This design comes from an exercise in tuning for small area, a short achievable clock period and few clock cycles per item on the open sky130 flow, not from production work. In this exercise RTL edits were held to simulation tests only and were not proved equivalent to the original.

north:
// rgb_luma_range_compress_top
module rgb_luma_range_compress_top (
  input  wire logic        clk,
  input  wire logic        rst_n,
  input  wire logic        in_tvalid,
  output logic             in_tready,
  input  wire logic [23:0] in_tdata,
  output logic             out_tvalid,
  input  wire logic        out_tready,
  output logic [23:0]      out_tdata
);
For scale: ~110 flip-flops, about 54 I/O pins, about 0.011 sq mm of cells after synthesis.
Settings: LEC_CHECK=0, CAP_MARGIN=20, CORE_MARGIN=2, CORE_UTILIZATION=40, SLEW_MARGIN=20; clock period 7.0 ns.
standard.sh (not shown) runs the stock make flow with config.mk's settings and CLKGATE_MAP_FILE= SYNTH_SCRIPT=/design/flow/synth_recipe.tcl, a recipe that flattens the netlist after the stock synthesis.
==> flow/flow/run.sh <==
#!/bin/bash
# Own layout flow: the standard ORFS flow (standard.sh) with three synthesis changes.
#  1. Yosys's "synth -run fine:" runs with -noabc, so the full adders that the RTL writes
#     through its function fa() reach extract_fa as written.
#  2. extract_fa only looks at the cells made from fa() (selected by their source line),
#     so the carry-propagate adders and the rest stay plain logic for ABC.
#  3. If flow/abc.script exists, ABC maps the logic with it instead of ORFS's script.
#  4. Half-adder cells are don't-use (dontuse.txt: the platform's list plus
#     sky130_fd_sc_hd__ha_*), so only full adders are extracted.
# Registers, their names and their cell types are those of the standard synthesis.
# make's output goes to make.log here; ORFS writes each step's log under orfs/logs.
set -euo pipefail
W=$PWD
LINE=$(grep -n 'function automatic logic \[1:0\] fa(' design.v | head -1 | cut -d: -f1)
{
  echo 'proc synth {args} {'
  echo '  if {[lsearch -exact $args "fine:"] >= 0} {'
  echo '    yosys synth -nofsm -noshare -noabc {*}$args'
  echo '  } else {'
  echo '    yosys synth -nofsm -noshare {*}$args'
  echo '  }'
  echo '}'
  if [[ -n "$LINE" ]]; then
    echo "proc extract_fa {args} { yosys extract_fa {*}\$args a:src=*design.v:$LINE.* }"
  fi
  if [[ -f flow/abc.script ]]; then
    # ABC runs flow/abc.script in place of the ORFS script (same arguments otherwise)
    echo "proc abc {args} { set i [lsearch -exact \$args -script]; if {\$i >= 0} { lset args [expr {\$i+1}] $W/flow/abc.script }; yosys abc {*}\$args }"
  fi
  tail -n +2 synth_recipe.tcl
} > my_synth.tcl
sed -e "s#SYNTH_SCRIPT=[^ ]*#SYNTH_SCRIPT=$W/my_synth.tcl#" standard.sh > my_standard.sh
DU="$(cat flow/dontuse.txt)"
EXTRA=()
if [[ -f flow/extra.mk ]]; then
  while read -r line; do [[ -n "$line" ]] && EXTRA+=("$line"); done < flow/extra.mk
fi
bash my_standard.sh "DONT_USE_CELLS=$DU" "${EXTRA[@]}" finish > make.log 2>&1
==> flow/flow/extra.mk <==
BUFFER_PORTS_ARGS=-buffer_cell sky130_fd_sc_hd__buf_1
Other scripts of this flow, unchanged in this note and not shown: flow/flow/abc.script, flow/flow/dontuse.txt
north finished every stage and its layout cleared the timing, DRC and antenna checks.
Testbench counts of north, summed over its fixed seeds: cycles 16,032, items 16,000.
Changes in south relative to north:
Settings: SETUP_SLACK_MARGIN newly set to 2.4.
==> flow/flow/extra.mk <==
BUFFER_PORTS_ARGS=-buffer_cell sky130_fd_sc_hd__buf_1
RECOVER_POWER=100
- To summarise south: no stage aborted, but the layout did not pass its checks, failing on max-capacitance violations, max-slew violations.
- Comparing north and south, arrival time of data at the critical path endpoint is lower on north.
- Status: average footprint of a synthesized cell parity (south, north)
- For the vias after detailed routing, south came in about 4.6% higher than north did.
- In the flow results for north and south, the minimum clock period after layout is larger on south.
- Diff north -> south: finished layout cell area up 450 sq um; top achievable clock speed down 9.9 MHz; number of cells traversed by the worst register-to-register path down 1; setup slack at placement flat.
Inputs modified between south and east:
==> flow/flow/extra.mk <==
BUFFER_PORTS_ARGS=-buffer_cell sky130_fd_sc_hd__buf_1
MATCH_CELL_FOOTPRINT=0
Findings:
Completing all stages was not enough for south: its layout failed the final checks because of max-capacitance violations, max-slew violations. east finished all stages; the layout is clean. Comparing south and east, the higher multi-input logic area was measured on east. Compared with south, east shows a lower reported max-cap violation count. The total half-perimeter wirelength after legalization and detailed placement of east and that of south are within noise of each other. Comparing south and east, number of buffer and inverter instances along the worst setup path is lower on east. Routed wire in east totals less than in south. Number of optimization iterations in the first detailed-route pass: south vs east identical. Fraction of area in multi-input gates up 0.20 points in east wrt south.

oak:
Starting RTL as in the previous note.
## rgb_luma_range_compress_top
module rgb_luma_range_compress_top (
  input  wire logic        clk,
  input  wire logic        rst_n,
  input  wire logic        in_tvalid,
  output logic             in_tready,
  input  wire logic [23:0] in_tdata,
  output logic             out_tvalid,
  input  wire logic        out_tready,
  output logic [23:0]      out_tdata
);
Settings: LEC_CHECK=0, CAP_MARGIN=20, CORE_MARGIN=2, CORE_UTILIZATION=40, SLEW_MARGIN=20; clock period 7.0 ns.
==> flow/flow/abc.script <==
&get -n
&st
&dch
&nf
&put
buffer -c
topo
stime -c
upsize -c
dnsize -c
==> flow/flow/dontuse.txt <==
sky130_fd_sc_hd__probe_p_8 sky130_fd_sc_hd__probec_p_8 sky130_fd_sc_hd__lpflow_bleeder_1 sky130_fd_sc_hd__lpflow_clkbufkapwr_1 sky130_fd_sc_hd__lpflow_clkbufkapwr_16 sky130_fd_sc_hd__lpflow_clkbufkapwr_2 sky130_fd_sc_hd__lpflow_clkbufkapwr_4 sky130_fd_sc_hd__lpflow_clkbufkapwr_8 sky130_fd_sc_hd__lpflow_clkinvkapwr_1 sky130_fd_sc_hd__lpflow_clkinvkapwr_16 sky130_fd_sc_hd__lpflow_clkinvkapwr_2 sky130_fd_sc_hd__lpflow_clkinvkapwr_4 sky130_fd_sc_hd__lpflow_clkinvkapwr_8 sky130_fd_sc_hd__lpflow_decapkapwr_12 sky130_fd_sc_hd__lpflow_decapkapwr_3 sky130_fd_sc_hd__lpflow_decapkapwr_4 sky130_fd_sc_hd__lpflow_decapkapwr_6 sky130_fd_sc_hd__lpflow_decapkapwr_8 sky130_fd_sc_hd__lpflow_inputiso0n_1 sky130_fd_sc_hd__lpflow_inputiso0p_1 sky130_fd_sc_hd__lpflow_inputiso1n_1 sky130_fd_sc_hd__lpflow_inputiso1p_1 sky130_fd_sc_hd__lpflow_inputisolatch_1 sky130_fd_sc_hd__lpflow_isobufsrc_1 sky130_fd_sc_hd__lpflow_isobufsrc_16 sky130_fd_sc_hd__lpflow_isobufsrc_2 sky130_fd_sc_hd__lpflow_isobufsrc_4 sky130_fd_sc_hd__lpflow_isobufsrc_8 sky130_fd_sc_hd__lpflow_isobufsrckapwr_16 sky130_fd_sc_hd__lpflow_lsbuf_lh_hl_isowell_tap_1 sky130_fd_sc_hd__lpflow_lsbuf_lh_hl_isowell_tap_2 sky130_fd_sc_hd__lpflow_lsbuf_lh_hl_isowell_tap_4 sky130_fd_sc_hd__lpflow_lsbuf_lh_isowell_4 sky130_fd_sc_hd__lpflow_lsbuf_lh_isowell_tap_1 sky130_fd_sc_hd__lpflow_lsbuf_lh_isowell_tap_2 sky130_fd_sc_hd__lpflow_lsbuf_lh_isowell_tap_4  sky130_fd_sc_hd__ha_1 sky130_fd_sc_hd__ha_2 sky130_fd_sc_hd__ha_4
Scripts as last shown in full above: flow/flow/run.sh
oak was carried through to the last stage, and its layout satisfied the timing, DRC and antenna checks.
Testbench counts of oak, summed over its fixed seeds: cycles 16,032, items 16,000.
--- input diff oak..pine ---
- SETUP_SLACK_MARGIN now 2.6, previously not set
==> flow/flow/extra.mk (new file) <==
BUFFER_PORTS_ARGS=-buffer_cell sky130_fd_sc_hd__buf_1
pine finished end to end and its layout was clean on timing, DRC and antenna.
When pine is set beside oak, its via count of the first global-routing pass turns out to be 143 larger.
Side by side, number of buffers inserted to repair setup after CTS turned out higher in pine than in oak.
Compared pine vs oak, and total track usage is up in pine.
q_cb2[2] as the critical path launch point was reported by oak, and q_cb2[3] by pine.
### pine -> birch
- SETUP_SLACK_MARGIN now 2.4, was 2.6
- GPL_ROUTABILITY_DRIVEN now 0, previously not set
==> summary.txt <==
- birch against pine: maximum frequency decreased by 4.0 MHz relative to the old numbers; headroom to the max-slew limit increased by 8.4 points relative to the old numbers; minimum clock period increased by 0.076 ns relative to the old numbers; met2 demand-to-capacity share in global routing decreased by 0.76 points relative to the old numbers; effective utilization at floorplan closely matched the old numbers.
- Against pine, birch reports a routed wire length that is lower.
- Across pine and birch, the outcome is the same: a clean finish for every run.
For maple, these inputs were changed with respect to birch:
- removing GPL_ROUTABILITY_DRIVEN (formerly 0)
--- a/flow/flow/abc.script
+++ b/flow/flow/abc.script
@@ -1,4 +1,5 @@
 &get -n
 &st
+&dc2
 &dch
 &nf
| worst hold slack | maple vs birch | better |. birch -> maple: count of input and output buffers delta 0, exact match. Of birch and maple, maple shows the higher non-clock buffer count, with birch below it. The core of maple is more densely filled than that of birch. Compared with birch, in maple gate count after technology mapping decreased 5.3%, share of the final layout cell area in sequential cells comparable. The actual transition at the worst max-transition pin in maple sits 0.058 ns above the value recorded for birch.
Inputs modified between maple and cedar:
- swapping 2.4 for 2.0 in SETUP_SLACK_MARGIN
--- a/flow/flow/abc.script
+++ b/flow/flow/abc.script
@@ -1,5 +1,4 @@
 &get -n
 &st
-&dc2
 &dch
 &nf
removed: flow/flow/extra.mk
- As far as number of enable-type register cells in the synthesized netlist goes, cedar and maple are indistinguishable; the numbers are identical.
- Relative max-transition margin ends up higher on maple.
- Final cell area: cedar below maple
- [compare] base=maple new=cedar: final cell count without fillers shows an increase of 16; longest individual stage delay on the worst path up 0.21 ns.

## what the ideal ports hide
Ports are ideal in the flow. The routed layouts listed here were re-timed in OpenROAD. Step 1: set_driving_cell puts a clkbuf_16 on clk and a buf_2 on each other input, an assumption about the parent block. Step 2, shift: input delay + t, output delay - t, t = (earliest + latest rising clock arrival at the registers) / 2. This alone moves slack from input paths to output paths. Slacks: ideal ports / drivers / drivers and shift; pairs: ideal ports / drivers.
run | t (ns) | setup WS [ns] | hold WS [ns] | worst setup path at the end
north | 0.401 | 2.246 / 2.246 / 2.246 | 0.424 / 0.423 / 0.423 | register to register
south | 0.392 | 2.011 / 2.011 / 1.652 | 0.411 / 0.411 / 0.411 | input to register
east | 0.392 | 2.588 / 2.588 / 2.588 | 0.411 / 0.411 / 0.411 | register to register
oak | 0.396 | 2.229 / 2.229 / 2.229 | 0.417 / 0.417 / 0.417 | register to register
pine | 0.391 | 2.663 / 2.663 / 2.663 | 0.411 / 0.411 / 0.411 | register to register
birch | 0.392 | 2.588 / 2.588 / 2.588 | 0.411 / 0.411 / 0.411 | register to register
maple | 0.404 | 2.311 / 2.311 / 2.311 | 0.422 / 0.422 / 0.422 | register to register
cedar | 0.398 | 2.333 / 2.333 / 2.333 | 0.417 / 0.417 / 0.417 | register to register
For south, which loses most, drivers alone change the setup slack by 0.000 ns; drivers and shift together by -0.359 ns.
